From an optimization exercise on the open Yosys and OpenROAD flow, aimed at small area, a short achievable clock period and few clock cycles per item; shortcuts taken in it are not production practice.
In this exercise RTL edits were held to simulation tests only and were not proved equivalent to the original.

`run.sh`:
```
#!/bin/bash
# synth_recipe.tcl (not shown) runs the flow's synth.tcl, then flattens the netlist and writes it again
# the make line also repeats each setting of config.mk as NAME=value (left out here)
make -C /OpenROAD-flow-scripts/flow DESIGN_CONFIG=/design/flow/config.mk WORK_HOME=/design/flow/orfs CLKGATE_MAP_FILE= SYNTH_SCRIPT=/design/flow/synth_recipe.tcl finish
```
`config.mk`:
```
export PLATFORM = sky130hd
export DESIGN_NAME = aes128_block_cipher
export DESIGN_NICKNAME = aes128_block_cipher
export VERILOG_FILES = /design/flow/design.v
export SDC_FILE = /design/flow/constraint.sdc
export NUM_CORES = 8
export LEC_CHECK = 0
export CAP_MARGIN = 20
export CORE_MARGIN = 2
export CORE_UTILIZATION = 30
export PLACE_DENSITY = 0.4
export SLEW_MARGIN = 20
```
`constraint.sdc`:
```
create_clock -name core_clock -period 8.0 [get_ports {aclk}]
set_input_delay 1.6000 -clock core_clock [delete_from_list [all_inputs] [get_ports {aclk}]]
set_output_delay 1.6000 -clock core_clock [all_outputs]
set_load 0.01 [all_outputs]
```
`design.v`:
```
package aes_pkg;
    localparam int BLOCK_W   = 128;
    localparam int HALF_W    = 64;
    localparam int RK_DEPTH  = 11;
    localparam int RK_AW     = $clog2(RK_DEPTH);
    localparam int CFG_IDX_W = 2;
    localparam logic [RK_AW-1:0] LAST_ROUND = RK_AW'(RK_DEPTH - 1);
    typedef enum logic [CFG_IDX_W-1:0] {
        CFG_KEY_UPPER = 2'd0,
        CFG_KEY_LOWER = 2'd1,
        CFG_DIRECTION = 2'd2
    } cfg_index_t;
    typedef enum logic {
        DIR_ENCRYPT = 1'b0,
        DIR_DECRYPT = 1'b1
    } dir_t;
    typedef struct packed {
        logic             load;
        logic             exp_wr;
        logic             keys_set;
        logic             rnd_en;
        logic [RK_AW-1:0] step;
        logic [RK_AW-1:0] rd_addr;
    } aes_cmd_t;
    typedef struct packed {
        logic keys_ready;
        logic direction;
        logic out_busy;
    } aes_sts_t;
endpackage
module aes_ram #(
    parameter int WIDTH = 128,
    parameter int DEPTH = 11
) (
    input  logic                     aclk,
    input  logic                     wr_en,
    input  logic [$clog2(DEPTH)-1:0] wr_addr,
    input  logic [WIDTH-1:0]         wr_data,
    input  logic [$clog2(DEPTH)-1:0] rd_addr,
    output logic [WIDTH-1:0]         rd_data
);
    logic [WIDTH-1:0] mem_reg [DEPTH];
    logic [WIDTH-1:0] rd_data_reg;
    always_ff @(posedge aclk) begin
        if (wr_en) begin
            mem_reg[wr_addr] <= wr_data;
        end
        rd_data_reg <= mem_reg[rd_addr];
    end
    assign rd_data = rd_data_reg;
endmodule
import aes_pkg::*;
module aes_ctrl (
    input  logic              aclk,
    input  logic              aresetn,
    input  logic              s_valid,
    output logic              s_ready,
    input  aes_pkg::aes_sts_t sts,
    output aes_pkg::aes_cmd_t cmd
);
    typedef enum logic [1:0] {
        ST_IDLE,
        ST_EXPAND,
        ST_ISSUE,
        ST_ROUND
    } state_t;
    state_t           state_reg, state_next;
    logic [RK_AW-1:0] cnt_reg, cnt_next;
    logic             last;
    function automatic logic [RK_AW-1:0] key_idx(input logic [RK_AW-1:0] n, input logic d);
        key_idx = (d == DIR_DECRYPT) ? LAST_ROUND - n : n;
    endfunction
    assign last = (cnt_reg == LAST_ROUND);
    always_comb begin
        state_next   = state_reg;
        cnt_next     = cnt_reg;
        cmd          = '0;
        cmd.step     = cnt_reg;
        cmd.rd_addr  = key_idx('0, sts.direction);
        s_ready      = 1'b0;
        case (state_reg)
            ST_IDLE: begin
                s_ready = 1'b1;
                if (s_valid) begin
                    cmd.load   = 1'b1;
                    cnt_next   = '0;
                    state_next = sts.keys_ready ? ST_ROUND : ST_EXPAND;
                end
            end
            ST_EXPAND: begin
                cmd.exp_wr = 1'b1;
                if (last) begin
                    cmd.keys_set = 1'b1;
                    state_next   = ST_ISSUE;
                end else begin
                    cnt_next = cnt_reg + 1'b1;
                end
            end
            ST_ISSUE: begin
                cnt_next   = '0;
                state_next = ST_ROUND;
            end
            ST_ROUND: begin
                cmd.rnd_en = !(last && sts.out_busy);
                if (last) begin
                    cmd.rd_addr = key_idx(cnt_reg, sts.direction);
                    if (cmd.rnd_en) begin
                        state_next = ST_IDLE;
                    end
                end else begin
                    cmd.rd_addr = key_idx(cnt_reg + 1'b1, sts.direction);
                    cnt_next    = cnt_reg + 1'b1;
                end
            end
            default: begin
                state_next = ST_IDLE;
            end
        endcase
    end
    always_ff @(posedge aclk) begin
        if (!aresetn) begin
            state_reg <= ST_IDLE;
            cnt_reg   <= '0;
        end else begin
            state_reg <= state_next;
            cnt_reg   <= cnt_next;
        end
    end
endmodule
import aes_pkg::*;
module aes_dp (
    input  logic                                aclk,
    input  logic                                aresetn,
    input  logic                                cfg_wr_en,
    input  logic [aes_pkg::CFG_IDX_W-1:0]       cfg_index,
    input  logic [aes_pkg::HALF_W-1:0]          cfg_data,
    input  logic [aes_pkg::HALF_W-1:0]          s_block_upper,
    input  logic [aes_pkg::HALF_W-1:0]          s_block_lower,
    output logic                                m_valid,
    input  logic                                m_ready,
    output logic [aes_pkg::HALF_W-1:0]          m_result_upper,
    output logic [aes_pkg::HALF_W-1:0]          m_result_lower,
    input  aes_pkg::aes_cmd_t                   cmd,
    output aes_pkg::aes_sts_t                   sts
);
    function automatic logic [7:0] sbox(input logic [7:0] a);
        logic [7:0] r;
        case (a)
            8'h00: r = 8'h63;
            8'h01: r = 8'h7c;
            8'h02: r = 8'h77;
            8'h03: r = 8'h7b;
            8'h04: r = 8'hf2;
            8'h05: r = 8'h6b;
            8'h06: r = 8'h6f;
            8'h07: r = 8'hc5;
            8'h08: r = 8'h30;
            8'h09: r = 8'h01;
            8'h0a: r = 8'h67;
            8'h0b: r = 8'h2b;
            8'h0c: r = 8'hfe;
            8'h0d: r = 8'hd7;
            8'h0e: r = 8'hab;
            8'h0f: r = 8'h76;
            8'h10: r = 8'hca;
            8'h11: r = 8'h82;
            8'h12: r = 8'hc9;
            8'h13: r = 8'h7d;
            8'h14: r = 8'hfa;
            8'h15: r = 8'h59;
            8'h16: r = 8'h47;
            8'h17: r = 8'hf0;
            8'h18: r = 8'had;
            8'h19: r = 8'hd4;
            8'h1a: r = 8'ha2;
            8'h1b: r = 8'haf;
            8'h1c: r = 8'h9c;
            8'h1d: r = 8'ha4;
            8'h1e: r = 8'h72;
            8'h1f: r = 8'hc0;
            8'h20: r = 8'hb7;
            8'h21: r = 8'hfd;
            8'h22: r = 8'h93;
            8'h23: r = 8'h26;
            8'h24: r = 8'h36;
            8'h25: r = 8'h3f;
            8'h26: r = 8'hf7;
            8'h27: r = 8'hcc;
            8'h28: r = 8'h34;
            8'h29: r = 8'ha5;
            8'h2a: r = 8'he5;
            8'h2b: r = 8'hf1;
            8'h2c: r = 8'h71;
            8'h2d: r = 8'hd8;
            8'h2e: r = 8'h31;
            8'h2f: r = 8'h15;
            8'h30: r = 8'h04;
            8'h31: r = 8'hc7;
            8'h32: r = 8'h23;
            8'h33: r = 8'hc3;
            8'h34: r = 8'h18;
            8'h35: r = 8'h96;
            8'h36: r = 8'h05;
            8'h37: r = 8'h9a;
            8'h38: r = 8'h07;
            8'h39: r = 8'h12;
            8'h3a: r = 8'h80;
            8'h3b: r = 8'he2;
            8'h3c: r = 8'heb;
            8'h3d: r = 8'h27;
            8'h3e: r = 8'hb2;
            8'h3f: r = 8'h75;
            8'h40: r = 8'h09;
            8'h41: r = 8'h83;
            8'h42: r = 8'h2c;
            8'h43: r = 8'h1a;
            8'h44: r = 8'h1b;
            8'h45: r = 8'h6e;
            8'h46: r = 8'h5a;
            8'h47: r = 8'ha0;
            8'h48: r = 8'h52;
            8'h49: r = 8'h3b;
            8'h4a: r = 8'hd6;
            8'h4b: r = 8'hb3;
            8'h4c: r = 8'h29;
            8'h4d: r = 8'he3;
            8'h4e: r = 8'h2f;
            8'h4f: r = 8'h84;
            8'h50: r = 8'h53;
            8'h51: r = 8'hd1;
            8'h52: r = 8'h00;
            8'h53: r = 8'hed;
            8'h54: r = 8'h20;
            8'h55: r = 8'hfc;
            8'h56: r = 8'hb1;
            8'h57: r = 8'h5b;
            8'h58: r = 8'h6a;
            8'h59: r = 8'hcb;
            8'h5a: r = 8'hbe;
            8'h5b: r = 8'h39;
            8'h5c: r = 8'h4a;
            8'h5d: r = 8'h4c;
            8'h5e: r = 8'h58;
            8'h5f: r = 8'hcf;
            8'h60: r = 8'hd0;
            8'h61: r = 8'hef;
            8'h62: r = 8'haa;
            8'h63: r = 8'hfb;
            8'h64: r = 8'h43;
            8'h65: r = 8'h4d;
            8'h66: r = 8'h33;
            8'h67: r = 8'h85;
            8'h68: r = 8'h45;
            8'h69: r = 8'hf9;
            8'h6a: r = 8'h02;
            8'h6b: r = 8'h7f;
            8'h6c: r = 8'h50;
            8'h6d: r = 8'h3c;
            8'h6e: r = 8'h9f;
            8'h6f: r = 8'ha8;
            8'h70: r = 8'h51;
            8'h71: r = 8'ha3;
            8'h72: r = 8'h40;
            8'h73: r = 8'h8f;
            8'h74: r = 8'h92;
            8'h75: r = 8'h9d;
            8'h76: r = 8'h38;
            8'h77: r = 8'hf5;
            8'h78: r = 8'hbc;
            8'h79: r = 8'hb6;
            8'h7a: r = 8'hda;
            8'h7b: r = 8'h21;
            8'h7c: r = 8'h10;
            8'h7d: r = 8'hff;
            8'h7e: r = 8'hf3;
            8'h7f: r = 8'hd2;
            8'h80: r = 8'hcd;
            8'h81: r = 8'h0c;
            8'h82: r = 8'h13;
            8'h83: r = 8'hec;
            8'h84: r = 8'h5f;
            8'h85: r = 8'h97;
            8'h86: r = 8'h44;
            8'h87: r = 8'h17;
            8'h88: r = 8'hc4;
            8'h89: r = 8'ha7;
            8'h8a: r = 8'h7e;
            8'h8b: r = 8'h3d;
            8'h8c: r = 8'h64;
            8'h8d: r = 8'h5d;
            8'h8e: r = 8'h19;
            8'h8f: r = 8'h73;
            8'h90: r = 8'h60;
            8'h91: r = 8'h81;
            8'h92: r = 8'h4f;
            8'h93: r = 8'hdc;
            8'h94: r = 8'h22;
            8'h95: r = 8'h2a;
            8'h96: r = 8'h90;
            8'h97: r = 8'h88;
            8'h98: r = 8'h46;
            8'h99: r = 8'hee;
            8'h9a: r = 8'hb8;
            8'h9b: r = 8'h14;
            8'h9c: r = 8'hde;
            8'h9d: r = 8'h5e;
            8'h9e: r = 8'h0b;
            8'h9f: r = 8'hdb;
            8'ha0: r = 8'he0;
            8'ha1: r = 8'h32;
            8'ha2: r = 8'h3a;
            8'ha3: r = 8'h0a;
            8'ha4: r = 8'h49;
            8'ha5: r = 8'h06;
            8'ha6: r = 8'h24;
            8'ha7: r = 8'h5c;
            8'ha8: r = 8'hc2;
            8'ha9: r = 8'hd3;
            8'haa: r = 8'hac;
            8'hab: r = 8'h62;
            8'hac: r = 8'h91;
            8'had: r = 8'h95;
            8'hae: r = 8'he4;
            8'haf: r = 8'h79;
            8'hb0: r = 8'he7;
            8'hb1: r = 8'hc8;
            8'hb2: r = 8'h37;
            8'hb3: r = 8'h6d;
            8'hb4: r = 8'h8d;
            8'hb5: r = 8'hd5;
            8'hb6: r = 8'h4e;
            8'hb7: r = 8'ha9;
            8'hb8: r = 8'h6c;
            8'hb9: r = 8'h56;
            8'hba: r = 8'hf4;
            8'hbb: r = 8'hea;
            8'hbc: r = 8'h65;
            8'hbd: r = 8'h7a;
            8'hbe: r = 8'hae;
            8'hbf: r = 8'h08;
            8'hc0: r = 8'hba;
            8'hc1: r = 8'h78;
            8'hc2: r = 8'h25;
            8'hc3: r = 8'h2e;
            8'hc4: r = 8'h1c;
            8'hc5: r = 8'ha6;
            8'hc6: r = 8'hb4;
            8'hc7: r = 8'hc6;
            8'hc8: r = 8'he8;
            8'hc9: r = 8'hdd;
            8'hca: r = 8'h74;
            8'hcb: r = 8'h1f;
            8'hcc: r = 8'h4b;
            8'hcd: r = 8'hbd;
            8'hce: r = 8'h8b;
            8'hcf: r = 8'h8a;
            8'hd0: r = 8'h70;
            8'hd1: r = 8'h3e;
            8'hd2: r = 8'hb5;
            8'hd3: r = 8'h66;
            8'hd4: r = 8'h48;
            8'hd5: r = 8'h03;
            8'hd6: r = 8'hf6;
            8'hd7: r = 8'h0e;
            8'hd8: r = 8'h61;
            8'hd9: r = 8'h35;
            8'hda: r = 8'h57;
            8'hdb: r = 8'hb9;
            8'hdc: r = 8'h86;
            8'hdd: r = 8'hc1;
            8'hde: r = 8'h1d;
            8'hdf: r = 8'h9e;
            8'he0: r = 8'he1;
            8'he1: r = 8'hf8;
            8'he2: r = 8'h98;
            8'he3: r = 8'h11;
            8'he4: r = 8'h69;
            8'he5: r = 8'hd9;
            8'he6: r = 8'h8e;
            8'he7: r = 8'h94;
            8'he8: r = 8'h9b;
            8'he9: r = 8'h1e;
            8'hea: r = 8'h87;
            8'heb: r = 8'he9;
            8'hec: r = 8'hce;
            8'hed: r = 8'h55;
            8'hee: r = 8'h28;
            8'hef: r = 8'hdf;
            8'hf0: r = 8'h8c;
            8'hf1: r = 8'ha1;
            8'hf2: r = 8'h89;
            8'hf3: r = 8'h0d;
            8'hf4: r = 8'hbf;
            8'hf5: r = 8'he6;
            8'hf6: r = 8'h42;
            8'hf7: r = 8'h68;
            8'hf8: r = 8'h41;
            8'hf9: r = 8'h99;
            8'hfa: r = 8'h2d;
            8'hfb: r = 8'h0f;
            8'hfc: r = 8'hb0;
            8'hfd: r = 8'h54;
            8'hfe: r = 8'hbb;
            8'hff: r = 8'h16;
            default: r = 8'h00;
        endcase
        sbox = r;
    endfunction
    function automatic logic [7:0] inv_sbox(input logic [7:0] a);
        logic [7:0] r;
        case (a)
            8'h00: r = 8'h52;
            8'h01: r = 8'h09;
            8'h02: r = 8'h6a;
            8'h03: r = 8'hd5;
            8'h04: r = 8'h30;
            8'h05: r = 8'h36;
            8'h06: r = 8'ha5;
            8'h07: r = 8'h38;
            8'h08: r = 8'hbf;
            8'h09: r = 8'h40;
            8'h0a: r = 8'ha3;
            8'h0b: r = 8'h9e;
            8'h0c: r = 8'h81;
            8'h0d: r = 8'hf3;
            8'h0e: r = 8'hd7;
            8'h0f: r = 8'hfb;
            8'h10: r = 8'h7c;
            8'h11: r = 8'he3;
            8'h12: r = 8'h39;
            8'h13: r = 8'h82;
            8'h14: r = 8'h9b;
            8'h15: r = 8'h2f;
            8'h16: r = 8'hff;
            8'h17: r = 8'h87;
            8'h18: r = 8'h34;
            8'h19: r = 8'h8e;
            8'h1a: r = 8'h43;
            8'h1b: r = 8'h44;
            8'h1c: r = 8'hc4;
            8'h1d: r = 8'hde;
            8'h1e: r = 8'he9;
            8'h1f: r = 8'hcb;
            8'h20: r = 8'h54;
            8'h21: r = 8'h7b;
            8'h22: r = 8'h94;
            8'h23: r = 8'h32;
            8'h24: r = 8'ha6;
            8'h25: r = 8'hc2;
            8'h26: r = 8'h23;
            8'h27: r = 8'h3d;
            8'h28: r = 8'hee;
            8'h29: r = 8'h4c;
            8'h2a: r = 8'h95;
            8'h2b: r = 8'h0b;
            8'h2c: r = 8'h42;
            8'h2d: r = 8'hfa;
            8'h2e: r = 8'hc3;
            8'h2f: r = 8'h4e;
            8'h30: r = 8'h08;
            8'h31: r = 8'h2e;
            8'h32: r = 8'ha1;
            8'h33: r = 8'h66;
            8'h34: r = 8'h28;
            8'h35: r = 8'hd9;
            8'h36: r = 8'h24;
            8'h37: r = 8'hb2;
            8'h38: r = 8'h76;
            8'h39: r = 8'h5b;
            8'h3a: r = 8'ha2;
            8'h3b: r = 8'h49;
            8'h3c: r = 8'h6d;
            8'h3d: r = 8'h8b;
            8'h3e: r = 8'hd1;
            8'h3f: r = 8'h25;
            8'h40: r = 8'h72;
            8'h41: r = 8'hf8;
            8'h42: r = 8'hf6;
            8'h43: r = 8'h64;
            8'h44: r = 8'h86;
            8'h45: r = 8'h68;
            8'h46: r = 8'h98;
            8'h47: r = 8'h16;
            8'h48: r = 8'hd4;
            8'h49: r = 8'ha4;
            8'h4a: r = 8'h5c;
            8'h4b: r = 8'hcc;
            8'h4c: r = 8'h5d;
            8'h4d: r = 8'h65;
            8'h4e: r = 8'hb6;
            8'h4f: r = 8'h92;
            8'h50: r = 8'h6c;
            8'h51: r = 8'h70;
            8'h52: r = 8'h48;
            8'h53: r = 8'h50;
            8'h54: r = 8'hfd;
            8'h55: r = 8'hed;
            8'h56: r = 8'hb9;
            8'h57: r = 8'hda;
            8'h58: r = 8'h5e;
            8'h59: r = 8'h15;
            8'h5a: r = 8'h46;
            8'h5b: r = 8'h57;
            8'h5c: r = 8'ha7;
            8'h5d: r = 8'h8d;
            8'h5e: r = 8'h9d;
            8'h5f: r = 8'h84;
            8'h60: r = 8'h90;
            8'h61: r = 8'hd8;
            8'h62: r = 8'hab;
            8'h63: r = 8'h00;
            8'h64: r = 8'h8c;
            8'h65: r = 8'hbc;
            8'h66: r = 8'hd3;
            8'h67: r = 8'h0a;
            8'h68: r = 8'hf7;
            8'h69: r = 8'he4;
            8'h6a: r = 8'h58;
            8'h6b: r = 8'h05;
            8'h6c: r = 8'hb8;
            8'h6d: r = 8'hb3;
            8'h6e: r = 8'h45;
            8'h6f: r = 8'h06;
            8'h70: r = 8'hd0;
            8'h71: r = 8'h2c;
            8'h72: r = 8'h1e;
            8'h73: r = 8'h8f;
            8'h74: r = 8'hca;
            8'h75: r = 8'h3f;
            8'h76: r = 8'h0f;
            8'h77: r = 8'h02;
            8'h78: r = 8'hc1;
            8'h79: r = 8'haf;
            8'h7a: r = 8'hbd;
            8'h7b: r = 8'h03;
            8'h7c: r = 8'h01;
            8'h7d: r = 8'h13;
            8'h7e: r = 8'h8a;
            8'h7f: r = 8'h6b;
            8'h80: r = 8'h3a;
            8'h81: r = 8'h91;
            8'h82: r = 8'h11;
            8'h83: r = 8'h41;
            8'h84: r = 8'h4f;
            8'h85: r = 8'h67;
            8'h86: r = 8'hdc;
            8'h87: r = 8'hea;
            8'h88: r = 8'h97;
            8'h89: r = 8'hf2;
            8'h8a: r = 8'hcf;
            8'h8b: r = 8'hce;
            8'h8c: r = 8'hf0;
            8'h8d: r = 8'hb4;
            8'h8e: r = 8'he6;
            8'h8f: r = 8'h73;
            8'h90: r = 8'h96;
            8'h91: r = 8'hac;
            8'h92: r = 8'h74;
            8'h93: r = 8'h22;
            8'h94: r = 8'he7;
            8'h95: r = 8'had;
            8'h96: r = 8'h35;
            8'h97: r = 8'h85;
            8'h98: r = 8'he2;
            8'h99: r = 8'hf9;
            8'h9a: r = 8'h37;
            8'h9b: r = 8'he8;
            8'h9c: r = 8'h1c;
            8'h9d: r = 8'h75;
            8'h9e: r = 8'hdf;
            8'h9f: r = 8'h6e;
            8'ha0: r = 8'h47;
            8'ha1: r = 8'hf1;
            8'ha2: r = 8'h1a;
            8'ha3: r = 8'h71;
            8'ha4: r = 8'h1d;
            8'ha5: r = 8'h29;
            8'ha6: r = 8'hc5;
            8'ha7: r = 8'h89;
            8'ha8: r = 8'h6f;
            8'ha9: r = 8'hb7;
            8'haa: r = 8'h62;
            8'hab: r = 8'h0e;
            8'hac: r = 8'haa;
            8'had: r = 8'h18;
            8'hae: r = 8'hbe;
            8'haf: r = 8'h1b;
            8'hb0: r = 8'hfc;
            8'hb1: r = 8'h56;
            8'hb2: r = 8'h3e;
            8'hb3: r = 8'h4b;
            8'hb4: r = 8'hc6;
            8'hb5: r = 8'hd2;
            8'hb6: r = 8'h79;
            8'hb7: r = 8'h20;
            8'hb8: r = 8'h9a;
            8'hb9: r = 8'hdb;
            8'hba: r = 8'hc0;
            8'hbb: r = 8'hfe;
            8'hbc: r = 8'h78;
            8'hbd: r = 8'hcd;
            8'hbe: r = 8'h5a;
            8'hbf: r = 8'hf4;
            8'hc0: r = 8'h1f;
            8'hc1: r = 8'hdd;
            8'hc2: r = 8'ha8;
            8'hc3: r = 8'h33;
            8'hc4: r = 8'h88;
            8'hc5: r = 8'h07;
            8'hc6: r = 8'hc7;
            8'hc7: r = 8'h31;
            8'hc8: r = 8'hb1;
            8'hc9: r = 8'h12;
            8'hca: r = 8'h10;
            8'hcb: r = 8'h59;
            8'hcc: r = 8'h27;
            8'hcd: r = 8'h80;
            8'hce: r = 8'hec;
            8'hcf: r = 8'h5f;
            8'hd0: r = 8'h60;
            8'hd1: r = 8'h51;
            8'hd2: r = 8'h7f;
            8'hd3: r = 8'ha9;
            8'hd4: r = 8'h19;
            8'hd5: r = 8'hb5;
            8'hd6: r = 8'h4a;
            8'hd7: r = 8'h0d;
            8'hd8: r = 8'h2d;
            8'hd9: r = 8'he5;
            8'hda: r = 8'h7a;
            8'hdb: r = 8'h9f;
            8'hdc: r = 8'h93;
            8'hdd: r = 8'hc9;
            8'hde: r = 8'h9c;
            8'hdf: r = 8'hef;
            8'he0: r = 8'ha0;
            8'he1: r = 8'he0;
            8'he2: r = 8'h3b;
            8'he3: r = 8'h4d;
            8'he4: r = 8'hae;
            8'he5: r = 8'h2a;
            8'he6: r = 8'hf5;
            8'he7: r = 8'hb0;
            8'he8: r = 8'hc8;
            8'he9: r = 8'heb;
            8'hea: r = 8'hbb;
            8'heb: r = 8'h3c;
            8'hec: r = 8'h83;
            8'hed: r = 8'h53;
            8'hee: r = 8'h99;
            8'hef: r = 8'h61;
            8'hf0: r = 8'h17;
            8'hf1: r = 8'h2b;
            8'hf2: r = 8'h04;
            8'hf3: r = 8'h7e;
            8'hf4: r = 8'hba;
            8'hf5: r = 8'h77;
            8'hf6: r = 8'hd6;
            8'hf7: r = 8'h26;
            8'hf8: r = 8'he1;
            8'hf9: r = 8'h69;
            8'hfa: r = 8'h14;
            8'hfb: r = 8'h63;
            8'hfc: r = 8'h55;
            8'hfd: r = 8'h21;
            8'hfe: r = 8'h0c;
            8'hff: r = 8'h7d;
            default: r = 8'h00;
        endcase
        inv_sbox = r;
    endfunction
    function automatic logic [7:0] rcon_byte(input logic [RK_AW-1:0] n);
        logic [7:0] r;
        case (n)
            4'd0:    r = 8'h01;
            4'd1:    r = 8'h02;
            4'd2:    r = 8'h04;
            4'd3:    r = 8'h08;
            4'd4:    r = 8'h10;
            4'd5:    r = 8'h20;
            4'd6:    r = 8'h40;
            4'd7:    r = 8'h80;
            4'd8:    r = 8'h1b;
            4'd9:    r = 8'h36;
            default: r = 8'h00;
        endcase
        rcon_byte = r;
    endfunction
    function automatic logic [7:0] xtime(input logic [7:0] v);
        xtime = {v[6:0], 1'b0} ^ (v[7] ? 8'h1b : 8'h00);
    endfunction
    function automatic logic [BLOCK_W-1:0] sub_bytes(input logic [BLOCK_W-1:0] s,
                                                     input logic inv);
        logic [BLOCK_W-1:0] o;
        o = '0;
        for (int n = 0; n < 16; n++) begin
            o[127-8*n -: 8] = inv ? inv_sbox(s[127-8*n -: 8]) : sbox(s[127-8*n -: 8]);
        end
        sub_bytes = o;
    endfunction
    function automatic logic [BLOCK_W-1:0] shift_rows(input logic [BLOCK_W-1:0] s,
                                                      input logic inv);
        logic [BLOCK_W-1:0] o;
        o = '0;
        for (int c = 0; c < 4; c++) begin
            for (int r = 0; r < 4; r++) begin
                if (inv) begin
                    o[127-8*(4*((c+r)%4)+r) -: 8] = s[127-8*(4*c+r) -: 8];
                end else begin
                    o[127-8*(4*c+r) -: 8] = s[127-8*(4*((c+r)%4)+r) -: 8];
                end
            end
        end
        shift_rows = o;
    endfunction
    function automatic logic [BLOCK_W-1:0] mix_columns(input logic [BLOCK_W-1:0] s,
                                                       input logic inv);
        logic [BLOCK_W-1:0] o;
        logic [7:0] a [4];
        logic [7:0] x2 [4];
        logic [7:0] x4 [4];
        logic [7:0] x8 [4];
        logic [7:0] m9 [4];
        logic [7:0] mb [4];
        logic [7:0] md [4];
        logic [7:0] me [4];
        o = '0;
        for (int c = 0; c < 4; c++) begin
            for (int k = 0; k < 4; k++) begin
                a[k]  = s[127-8*(4*c+k) -: 8];
                x2[k] = xtime(a[k]);
                x4[k] = xtime(x2[k]);
                x8[k] = xtime(x4[k]);
                m9[k] = x8[k] ^ a[k];
                mb[k] = x8[k] ^ x2[k] ^ a[k];
                md[k] = x8[k] ^ x4[k] ^ a[k];
                me[k] = x8[k] ^ x4[k] ^ x2[k];
            end
            for (int r = 0; r < 4; r++) begin
                if (inv) begin
                    o[127-8*(4*c+r) -: 8] = me[r] ^ mb[(r+1)%4] ^ md[(r+2)%4] ^ m9[(r+3)%4];
                end else begin
                    o[127-8*(4*c+r) -: 8] = x2[r] ^ x2[(r+1)%4] ^ a[(r+1)%4]
                                          ^ a[(r+2)%4] ^ a[(r+3)%4];
                end
            end
        end
        mix_columns = o;
    endfunction
    function automatic logic [BLOCK_W-1:0] key_next(input logic [BLOCK_W-1:0] k,
                                                    input logic [7:0] rc);
        logic [31:0] w [4];
        logic [31:0] t;
        t = {sbox(k[23:16]) ^ rc, sbox(k[15:8]), sbox(k[7:0]), sbox(k[31:24])};
        w[0] = k[127:96] ^ t;
        w[1] = k[95:64] ^ w[0];
        w[2] = k[63:32] ^ w[1];
        w[3] = k[31:0] ^ w[2];
        key_next = {w[0], w[1], w[2], w[3]};
    endfunction
    logic [HALF_W-1:0]  key_upper_reg, key_lower_reg;
    logic               dir_reg;
    logic               keys_ready_reg;
    logic [BLOCK_W-1:0] kexp_reg;
    logic [BLOCK_W-1:0] state_reg, state_next;
    logic [BLOCK_W-1:0] result_reg;
    logic               m_valid_reg;
    logic [BLOCK_W-1:0] rk;
    logic [BLOCK_W-1:0] enc_t, dec_t;
    logic               is_last;
    logic [7:0]         kexp_rc;
    logic [BLOCK_W-1:0] kexp_next;
    logic [BLOCK_W-1:0] enc_sb, enc_sr, enc_mc;
    logic [BLOCK_W-1:0] dec_sr, dec_sb, dec_ak, dec_mc;
    always_ff @(posedge aclk) begin
        if (!aresetn) begin
            key_upper_reg  <= '0;
            key_lower_reg  <= '0;
            dir_reg        <= DIR_ENCRYPT;
            keys_ready_reg <= 1'b0;
        end else begin
            if (cmd.keys_set) begin
                keys_ready_reg <= 1'b1;
            end
            if (cfg_wr_en) begin
                case (cfg_index)
                    CFG_KEY_UPPER: begin
                        key_upper_reg  <= cfg_data;
                        keys_ready_reg <= 1'b0;
                    end
                    CFG_KEY_LOWER: begin
                        key_lower_reg  <= cfg_data;
                        keys_ready_reg <= 1'b0;
                    end
                    CFG_DIRECTION: begin
                        dir_reg <= cfg_data[0];
                    end
                    default: begin
                    end
                endcase
            end
        end
    end
    assign kexp_rc   = rcon_byte(cmd.step);
    assign kexp_next = key_next(kexp_reg, kexp_rc);
    always_ff @(posedge aclk) begin
        if (cmd.load) begin
            kexp_reg <= {key_upper_reg, key_lower_reg};
        end else if (cmd.exp_wr) begin
            kexp_reg <= kexp_next;
        end
    end
    aes_ram #(
        .WIDTH (BLOCK_W),
        .DEPTH (RK_DEPTH)
    ) u_rk_ram (
        .aclk    (aclk),
        .wr_en   (cmd.exp_wr),
        .wr_addr (cmd.step),
        .wr_data (kexp_reg),
        .rd_addr (cmd.rd_addr),
        .rd_data (rk)
    );
    assign is_last = (cmd.step == LAST_ROUND);
    assign enc_sb = sub_bytes(state_reg, 1'b0);
    assign enc_sr = shift_rows(enc_sb, 1'b0);
    assign enc_mc = mix_columns(enc_sr, 1'b0);
    assign dec_sr = shift_rows(state_reg, 1'b1);
    assign dec_sb = sub_bytes(dec_sr, 1'b1);
    assign dec_ak = dec_sb ^ rk;
    assign dec_mc = mix_columns(dec_ak, 1'b1);
    always_comb begin
        enc_t = is_last ? enc_sr : enc_mc;
        dec_t = is_last ? dec_ak : dec_mc;
        if (cmd.step == '0) begin
            state_next = state_reg ^ rk;
        end else if (dir_reg == DIR_DECRYPT) begin
            state_next = dec_t;
        end else begin
            state_next = enc_t ^ rk;
        end
    end
    always_ff @(posedge aclk) begin
        if (cmd.load) begin
            state_reg <= {s_block_upper, s_block_lower};
        end else if (cmd.rnd_en) begin
            state_reg <= state_next;
        end
    end
    always_ff @(posedge aclk) begin
        if (cmd.rnd_en && is_last) begin
            result_reg <= state_next;
        end
    end
    always_ff @(posedge aclk) begin
        if (!aresetn) begin
            m_valid_reg <= 1'b0;
        end else if (cmd.rnd_en && is_last) begin
            m_valid_reg <= 1'b1;
        end else if (m_ready) begin
            m_valid_reg <= 1'b0;
        end
    end
    assign m_valid        = m_valid_reg;
    assign m_result_upper = result_reg[BLOCK_W-1:HALF_W];
    assign m_result_lower = result_reg[HALF_W-1:0];
    assign sts.keys_ready = keys_ready_reg;
    assign sts.direction  = dir_reg;
    assign sts.out_busy   = m_valid_reg && !m_ready;
endmodule
import aes_pkg::*;
module aes128_block_cipher (
    input  logic                          aclk,
    input  logic                          aresetn,
    input  logic                          cfg_wr_en,
    input  logic [aes_pkg::CFG_IDX_W-1:0] cfg_index,
    input  logic [aes_pkg::HALF_W-1:0]    cfg_data,
    input  logic                          s_valid,
    output logic                          s_ready,
    input  logic [aes_pkg::HALF_W-1:0]    s_block_upper,
    input  logic [aes_pkg::HALF_W-1:0]    s_block_lower,
    output logic                          m_valid,
    input  logic                          m_ready,
    output logic [aes_pkg::HALF_W-1:0]    m_result_upper,
    output logic [aes_pkg::HALF_W-1:0]    m_result_lower
);
    aes_pkg::aes_cmd_t cmd;
    aes_pkg::aes_sts_t sts;
    aes_ctrl u_ctrl (
        .aclk    (aclk),
        .aresetn (aresetn),
        .s_valid (s_valid),
        .s_ready (s_ready),
        .sts     (sts),
        .cmd     (cmd)
    );
    aes_dp u_dp (
        .aclk           (aclk),
        .aresetn        (aresetn),
        .cfg_wr_en      (cfg_wr_en),
        .cfg_index      (cfg_index),
        .cfg_data       (cfg_data),
        .s_block_upper  (s_block_upper),
        .s_block_lower  (s_block_lower),
        .m_valid        (m_valid),
        .m_ready        (m_ready),
        .m_result_upper (m_result_upper),
        .m_result_lower (m_result_lower),
        .cmd            (cmd),
        .sts            (sts)
    );
endmodule
```
==> run notes <==
[critical path, delay by kind of cell (launching register included)]
family,cells,cell delay [ns]
compound gates,6,2.29
xor+xnor,4,1.71
buf+inv,6,1.56
flops,1,1.08
simple gates,3,0.56
fa+ha+maj,1,0.37
[cell families after synthesis]
logic type	Yosys count
buf+inv	3003
compound gates	10297
simple gates	9417
fa+ha+maj	440
mux	194
flops	2353
xor+xnor	1513
[per-layer routing]
metal	vias to the layer above	GRT usage (%)
met3	5025	14.0
met2	20623	60.1
li1	105339	-
met5	-	0
met1	128425	55.6
met4	82	28.6
[through the flow]
stage	hold slack, ns	cell area (µm²)	std cells	setup slack [ns]
floorplan	0.444	213000	27217	0.685
global placement	0.452	243000	37057	-0.0670
detailed placement	0.458	243000	37058	0.442
CTS	0.467	253000	37622	0.874
global route	0.479	255000	38075	0.560
finish	0.466	255000	38160	0.260
[area by class of cell]
type | instances | share of cell area, %
Timing Repair Buffer | 3301 | 11.0
Antenna cell | 531 | 0.521
Sequential cell | 2353 | 25.5
Clock buffer | 422 | 3.34
Inverter | 220 | 0.331
Multi-Input combinational cell | 21861 | 54.0
Tap cell | 9330 | 4.58
Clock inverter | 142 | 0.674
[layout by cell type (no fill, tap or decap), types with 122 or more instances in the layout]
master                            netlist  layout
sky130_fd_sc_hd__nand2_1             4196    4178
sky130_fd_sc_hd__buf_4                 36    2770
sky130_fd_sc_hd__a21oi_1             2528    2482
sky130_fd_sc_hd__nor2_1              2242    2214
sky130_fd_sc_hd__o21ai_0             2118    2099
sky130_fd_sc_hd__edfxtp_1            1792    1792
sky130_fd_sc_hd__nand3_1             1109    1108
sky130_fd_sc_hd__a31oi_1              747     744
sky130_fd_sc_hd__nor3_1               748     741
sky130_fd_sc_hd__xnor2_1              749     736
sky130_fd_sc_hd__a211oi_1             642     635
sky130_fd_sc_hd__o211ai_1             620     620
sky130_fd_sc_hd__dfxtp_1              561     558
sky130_fd_sc_hd__diode_2                0     531
sky130_fd_sc_hd__a311oi_1             508     506
sky130_fd_sc_hd__ha_1                 439     438
sky130_fd_sc_hd__o311ai_0             381     378
sky130_fd_sc_hd__clkdlybuf4s50_1        0     326
sky130_fd_sc_hd__xor2_1               323     323
sky130_fd_sc_hd__xnor3_1              320     320
sky130_fd_sc_hd__clkbuf_16              0     312
sky130_fd_sc_hd__o22ai_1              303     298
sky130_fd_sc_hd__a221oi_1             278     273
sky130_fd_sc_hd__o221ai_1             259     257
sky130_fd_sc_hd__and3_1               258     256
sky130_fd_sc_hd__o31ai_1              217     213
sky130_fd_sc_hd__buf_12                 0     196
sky130_fd_sc_hd__inv_1                192     180
sky130_fd_sc_hd__a21boi_0             165     165
sky130_fd_sc_hd__o2111ai_1            141     141
sky130_fd_sc_hd__nand4_1              127     127
sky130_fd_sc_hd__and2_1               125     122
[path summary, 6_finish.rpt]
kind                               start                endpoint  cells past startpoint
setup reg to reg        u_dp.dec_sb[109]         u_dp.dec_sb[42]                     20
hold / removal    u_dp.key_lower_reg[37]  u_dp.key_lower_reg[37]                      2
hold reg to reg   u_dp.key_lower_reg[37]  u_dp.key_lower_reg[37]                      2
setup / recovery        u_dp.dec_sb[109]         u_dp.dec_sb[42]                     20
==> impl_summary.log <==
INFO  metric run_status = complete, no violations
INFO  metric drt.antenna.violating_nets = 0
INFO  metric hpwl = 1200000 µm
INFO  metric crit_path_cell_trace = xnor2_2, xnor2_1, xnor2_1, xnor3_1, o211ai_1, o221ai_1, a21oi_2, buf_4, inv_1, ha_1, inv_1, nor2_1, buf_4, o21a_1, nor3_1, o21ai_0, buf_4, and3_1, a311oi_1, buf_4
INFO  metric postSynthAreaPerCell = about 7.8 µm²
INFO  metric critPathSlowestCell = sky130_fd_sc_hd__dfxtp_1
INFO  metric number_of_rows_in_the_core_area = between 300 and 400
INFO  metric layout_min_cycle_time = 7.74 ns
INFO  metric clkTransAtPathRegs = approximately 0.07 ns
INFO  metric synthDistinctLibCells = about 120
INFO  metric fin_tns_setup = 0 ns
INFO  metric synth_adder_area_share = under 10%
INFO  metric timing.critical_path.slowest_cell_delay = ~1.1 ns
INFO  metric period_share = 96.8%
INFO  metric gr-usage-all-layers = a little over two fifths
INFO  metric routedLengthMet1 = 634000 µm
INFO  metric layout.nets = between 20000 and 30000
INFO  metric detailroute.wirelength.met2 = between 600000 and 700000 µm
INFO  metric yosys_most_used_dff = sky130_fd_sc_hd__edfxtp_1
INFO  metric largest_register_ffs = 1408
INFO  metric first_pass_iters = 14
INFO  metric startpoint_types = flip-flop
INFO  metric finalWeightedCongestion = around 1.1
INFO  metric rsz0062_at_grt = false
INFO  metric cts.path.max_buffers = 4
INFO  metric holdCritPathClass = reg -> reg
INFO  metric vias_per_cell = 6.80
INFO  metric die_width = 846 µm
INFO  metric synth_xor_xnor_area_share = under 10%
INFO  metric grt_overflow = 0
INFO  metric cts_hold_repair.buffers = 0
INFO  metric clk_latency = 1.11 ns
INFO  metric buffer_ports.inserted = 328
INFO  metric areaGrowthSynthToFinish = 19.8%
INFO  metric yosysMostFrequentCell = sky130_fd_sc_hd__nand2_1
INFO  metric edff_count_synth = 1792
INFO  metric placeableCoreArea = roughly 700000 µm²
INFO  metric synth.ff_latch_count = about 2400
INFO  metric post_drt_wl_per_cell = roughly 42 µm
INFO  metric largest_net_degree_at_the_start_of_global_routing = around 120
INFO  metric finalHoldViolations = 0
INFO  metric combinational_family_with_the_most_area_after_synthesis = compound AO/OA/AOI/OAI gates
INFO  metric drt_first_iter_violations = roughly 46000
INFO  metric synth.area.mux_share = less than 1%
INFO  metric synth_largest_area_cell = sky130_fd_sc_hd__edfxtp_1
INFO  metric ys_seq_area_share = 30.6%
INFO  metric cts_htree_levels = 5
INFO  metric fillers = between 70000 and 80000
INFO  metric clockRootBuffer = sky130_fd_sc_hd__clkbuf_16
INFO  metric synth.top_cells.by_area = sky130_fd_sc_hd__edfxtp_1 (25%), sky130_fd_sc_hd__nand2_1 (7.4%), sky130_fd_sc_hd__a21oi_1 (5.9%)
INFO  metric post_synth_and_or_nand_nor_area_fraction = 19.2%
INFO  metric cts_inserted_buffers = roughly 310
INFO  metric path_common_cell = sky130_fd_sc_hd__buf_4
INFO  metric fin_util = around 36%
INFO  metric grt_pass1_wl = between 2000000 and 2500000 µm
INFO  metric routed_wl = around 1600000 µm
INFO  metric synth_compound_area_share = a little under a third
INFO  metric post_cts_setup_buffers = 0
INFO  metric drive_above_1_share = 14.1%
INFO  metric design.portCount = ~330
INFO  metric highest-signal-layer = met5
INFO  metric crit_arrival = 8.70 ns
INFO  metric cp_data_required_time = about 9 ns
INFO  metric synth-async-reset-ratio = 0%
INFO  metric tritoncts_num_sinks = approximately 2400
INFO  metric dieArea = about 720000 µm²
INFO  metric start_util = 30.1%
INFO  metric netlist_instances = about 27000
INFO  metric worst_setup_path_end_kind = flip-flop
INFO  metric rrSetupSlack = about 0.26 ns
INFO  metric netlist.area_leader.share = 25.3%
INFO  metric first_global_vias = 239057
INFO  metric syn-cell-area = ~210000 µm²
INFO  metric drc = 0
INFO  metric worst-setup-path-type = reg -> reg
INFO  metric layout.area.seq = between 60000 and 70000 µm²
INFO  metric synth.top_cells.by_count = sky130_fd_sc_hd__nand2_1 (4196), sky130_fd_sc_hd__a21oi_1 (2528), sky130_fd_sc_hd__nor2_1 (2242)
INFO  metric multi_input_gate_area = around 140000 µm²
INFO  metric tritoncts = built
INFO  metric maxSlewViolCount = 0
INFO  metric drv_cap = 0
INFO  metric synth.net_count = 27855
INFO  metric synth-warning-count = 20
INFO  metric fmaxAchievable = ~0.13 GHz
INFO  metric route.vias.total = between 200k and 300k
INFO  metric met3RoutedLength = 203000 µm
INFO  metric antenna_found_initial = between 150 and 200
INFO  metric die_height = ~850 µm
INFO  metric setup_violations = 0
INFO  metric post_cts_resized = 0
INFO  metric finalClockSkew = approximately 0.14 ns
INFO  metric tightestPinTransition = around 1.4 ns
INFO  metric max_slew_margin = around a tenth
INFO  metric worst-path-max-fanout = 17
Testbench counts, summed over its fixed seeds: cycles 19,008, blocks 1,536.

afterwards: timing with drivers on the ports:
No port has a modelled driver above. Below, the same layout with a new extraction and two added sets of constraints. Step 1 (the two cells are an assumption about what drives the block):
set clk [get_ports {aclk}]
set_driving_cell -lib_cell sky130_fd_sc_hd__clkbuf_16 $clk
set_driving_cell -lib_cell sky130_fd_sc_hd__buf_2 [delete_from_list [all_inputs] $clk]
Step 2 times the ports against the registers' clock, not the clock port: input delays grow and output delays shrink by t, the midpoint of the rising clock arrivals with the driver on. Three values: ideal, step 1, step 2; two values: the first two.
t (ns): 1.168
slack for setup (ns): 0.260 / 0.260 / 0.209
hold slack, ns: 0.466 / 0.466 / 0.466
worst setup path after step 2: input to register
After both steps this run still meets setup and hold. The setup slack of this run moves by 0.000 ns with the drivers and by -0.051 ns with both steps.
